This design comes from an exercise in tuning for small area on the open sky130 flow, not from production work.
In this exercise RTL edits were held to simulation tests only and were not proved equivalent to the original.
No activity file was given, so power comes from the tool's default toggle rates.

Setup of run A:
Design matrix_store_top, start of the top module:
module matrix_store_top (
    input  logic                            clk,
    input  logic                            rst,
    input  logic                            wen_i,
    input  logic                            flush_i,
    input  logic [1:0]                      mode_i,
    input  logic [7:0]                      data_i,
    input  logic [7:0]                      read_id_a_i,
    input  logic [7:0]                      read_id_b_i,
    output logic [207:0]                    mat_a_o,    
    output logic [207:0]                    mat_b_o,
    output logic                            input_done_o,
    output logic                            error_o
);
    localparam int NUM_SLOTS = mstore_pkg::NUM_SLOTS;
    logic                                      commit_valid;
    logic [mstore_pkg::SHAPE_W-1:0]            commit_shape;
    logic [mstore_pkg::PMAT_W-1:0]             commit_data;
    logic [NUM_SLOTS-1:0]                      tbl_used;
    logic [NUM_SLOTS*mstore_pkg::ID_W-1:0]     tbl_id;
    logic [NUM_SLOTS*mstore_pkg::SHAPE_W-1:0]  tbl_shape;
    logic [NUM_SLOTS*mstore_pkg::RING_W-1:0]   tbl_ring;
    logic [mstore_pkg::X_N-1:0]                tbl_x_valid;
    logic [mstore_pkg::X_N*mstore_pkg::SLOT_W-1:0] tbl_x_slot;
    logic [mstore_pkg::X_N*mstore_pkg::X_W-1:0]    tbl_x_data;
    logic [mstore_pkg::Y_N-1:0]                tbl_y_valid;
    logic [mstore_pkg::Y_N*mstore_pkg::SLOT_W-1:0] tbl_y_slot;
    logic [mstore_pkg::Y_N*mstore_pkg::Y_W-1:0]    tbl_y_data;
    logic [mstore_pkg::SLOT_W-1:0]             tbl_phase;
    logic                                      commit_long;
    logic [NUM_SLOTS-1:0]                      tbl_long;
    logic                                      tbl_pend_head;
    logic [mstore_pkg::SLOT_W-1:0]             tbl_pend_head_slot;
    logic                                      tbl_pend_tail;
    logic [mstore_pkg::SLOT_W-1:0]             tbl_pend_tail_slot;
    entry_decoder u_entry_decoder (
        .clk            (clk),
        .rst            (rst),
        .wen_i          (wen_i),
        .flush_i        (flush_i),
        .mode_i         (mode_i),
        .data_i         (data_i),
  ...
export LEC_CHECK = 0
export CAP_MARGIN = 10
export CORE_MARGIN = 2
export CORE_UTILIZATION = 45
export SLEW_MARGIN = 10
create_clock -name core_clock -period 14.0 [get_ports {clk}]
standard.sh (not shown) runs the stock make flow with config.mk's settings and CLKGATE_MAP_FILE= SYNTH_SCRIPT=/design/flow/synth_recipe.tcl, a recipe that flattens the netlist after the stock synthesis.
==> flow/flow/run.sh <==
#!/bin/bash
# The standard layout (standard.sh: the ORFS flow) with these changes to
# how the layout is made:
#  - synthesis is the standard one (synth_recipe.tcl and ORFS's synth.tcl,
#    same passes, same registers) except that ABC maps the logic with the
#    single-pass area script in flow/abc_area.script instead of ORFS's
#    repeated speed script;
#  - every port still gets a buffer, but the smallest one (buf_1);
#  - the clock tree uses clkbuf_8 with larger sink clusters and no dummy
#    loads;
#  - the constant outputs share one tie cell (its net is buffered by the
#    flow's usual repair) instead of one tie cell per output.
# All tool output goes to logs in this folder: make's in flow_make.log, each
# ORFS step's in orfs/logs/.
set -euo pipefail
W=$(pwd)

sed "s#log_cmd abc {\*}\$abc_args#set abc_args [lreplace \$abc_args 1 1 $W/flow/abc_area.script]\n  log_cmd abc {*}\$abc_args#" \
  "$FLOW_HOME/scripts/synth.tcl" > "$W/own_synth_core.tcl"
grep -q "flow/abc_area.script" "$W/own_synth_core.tcl"
sed "s#source \$::env(SCRIPTS_DIR)/synth.tcl#source $W/own_synth_core.tcl#" \
  "$W/synth_recipe.tcl" > "$W/own_synth.tcl"
grep -q "own_synth_core.tcl" "$W/own_synth.tcl"

export BUFFER_PORTS_ARGS="-buffer_cell sky130_fd_sc_hd__buf_1"
export CTS_ARGS="-sink_clustering_enable -repair_clock_nets -dont_use_dummy_load -buf_list sky130_fd_sc_hd__clkbuf_8 -sink_clustering_size 16 -sink_clustering_max_diameter 60"
export SKIP_REPAIR_TIE_FANOUT=1
bash standard.sh SYNTH_SCRIPT="$W/own_synth.tcl" > flow_make.log 2>&1
==> flow/flow/abc_area.script <==
&get -n
&st
&dch -f
&nf
&put
Run A: full flow OK, the timing, design-rule and antenna checks passed
[inputs] run B vs run A
# run A
export LEC_CHECK = 0
export CAP_MARGIN = 10
export CORE_MARGIN = 2
export CORE_UTILIZATION = 45
export SLEW_MARGIN = 10
create_clock -name core_clock -period 14.0 [get_ports {clk}]
# run B
export LEC_CHECK = 0
export CAP_MARGIN = 20
export CORE_MARGIN = 2
export CORE_UTILIZATION = 45
export SLEW_MARGIN = 20
create_clock -name core_clock -period 14.0 [get_ports {clk}]
diff --git a/flow/flow/run.sh b/flow/flow/run.sh
--- a/flow/flow/run.sh
+++ b/flow/flow/run.sh
@@ -9,5 +9,3 @@
 #  - the clock tree uses clkbuf_8 with larger sink clusters and no dummy
-#    loads;
-#  - the constant outputs share one tie cell (its net is buffered by the
-#    flow's usual repair) instead of one tie cell per output.
+#    loads.
 # All tool output goes to logs in this folder: make's in flow_make.log, each
@@ -25,4 +23,3 @@
 export BUFFER_PORTS_ARGS="-buffer_cell sky130_fd_sc_hd__buf_1"
-export CTS_ARGS="-sink_clustering_enable -repair_clock_nets -dont_use_dummy_load -buf_list sky130_fd_sc_hd__clkbuf_8 -sink_clustering_size 16 -sink_clustering_max_diameter 60"
-export SKIP_REPAIR_TIE_FANOUT=1
+export CTS_ARGS="-sink_clustering_enable -repair_clock_nets -dont_use_dummy_load -buf_list sky130_fd_sc_hd__clkbuf_8 -sink_clustering_size 12 -sink_clustering_max_diameter 60"
 bash standard.sh SYNTH_SCRIPT="$W/own_synth.tcl" > flow_make.log 2>&1
Findings:
- Run A has a lower worst hold slack than run B.
- Run B: multi-input combinational cell count 6.1% above run A
- Comparing run B with run A, the routed wire length came out essentially unchanged.
- Share of cells above drive strength 1 (higher): run B
- Total via count in the routed design in run B is 765 higher than in run A
- Synthesized cell count came out exactly the same in run B and run A.
- Comparing wire length on met3 for run B and run A, the smaller number came from run A.
- Run B vs. run A: worst setup slack before clock tree synthesis saw a decrease, total length of routed met2 wires saw a decrease, proportion of total power due to net switching saw little to no change, initial antenna violation count saw an increase.
For run C, these inputs were changed with respect to run B:
diff --git a/flow/flow/run.sh b/flow/flow/run.sh
--- a/flow/flow/run.sh
+++ b/flow/flow/run.sh
@@ -9,3 +9,5 @@
 #  - the clock tree uses clkbuf_8 with larger sink clusters and no dummy
-#    loads.
+#    loads;
+#  - the constant outputs share one tie cell (its net is buffered by the
+#    flow's usual repair) instead of one tie cell per output.
 # All tool output goes to logs in this folder: make's in flow_make.log, each
@@ -23,3 +25,4 @@
 export BUFFER_PORTS_ARGS="-buffer_cell sky130_fd_sc_hd__buf_1"
-export CTS_ARGS="-sink_clustering_enable -repair_clock_nets -dont_use_dummy_load -buf_list sky130_fd_sc_hd__clkbuf_8 -sink_clustering_size 12 -sink_clustering_max_diameter 60"
+export CTS_ARGS="-sink_clustering_enable -repair_clock_nets -dont_use_dummy_load -buf_list sky130_fd_sc_hd__clkbuf_8 -sink_clustering_size 16 -sink_clustering_max_diameter 60"
+export SKIP_REPAIR_TIE_FANOUT=1
 bash standard.sh SYNTH_SCRIPT="$W/own_synth.tcl" > flow_make.log 2>&1
==> flow/flow/abc_area.script <==
&get -n
&st
&dch
&nf -R 2000 -C 32
&put
--- outcome ---
- Run C against run B: multiplexer share of the synthesized area saw a decrease; total wirelength of the detailed-routed design saw a decrease; clock buffer instance count of the final layout saw a decrease.
What run D does differently from run C at the input level:
==> flow/flow/abc_area.script <==
&get -n
&st
&dch -f
&nf
&put
Findings:
Higher worst setup slack was reported by run D, not run C. Compared with run C, run D shows a lower clock latency on the worst-skew pair. Against run C as the reference, run D delivers a lower area growth from synthesis to final layout. In the floorplan summary, run D is listed with a die area greater than that of run C.

==> re-timing with driven ports <==
In the flow no input, the clock included, has a driving cell. The finished layouts below were timed again as built, in two steps.
Step 1 sets driving cells, clkbuf_16 on the clock port and buf_2 on the other inputs (assumed; they add their load-dependent delay and slew).
Step 2 also shifts input and output timing later by t, the mid clock arrival at the registers, as if the neighbouring blocks saw the same clock.
Slacks: no drivers / after step 1 / after step 2; pairs: no drivers / after step 1.
run | t (ns) | setup slack, ns | slew at the worst register clock pin (ns)
run A | 0.895 | 4.256 / 4.256 / 4.256 | 0.11 / 0.11
run B | 0.938 | 4.065 / 4.065 / 4.065 | 0.09 / 0.09
run C | 0.889 | 2.886 / 2.886 / 2.886 | 0.11 / 0.11
run D | 0.896 | 4.266 / 4.266 / 4.266 | 0.11 / 0.11
After both steps every run listed still meets setup and hold.
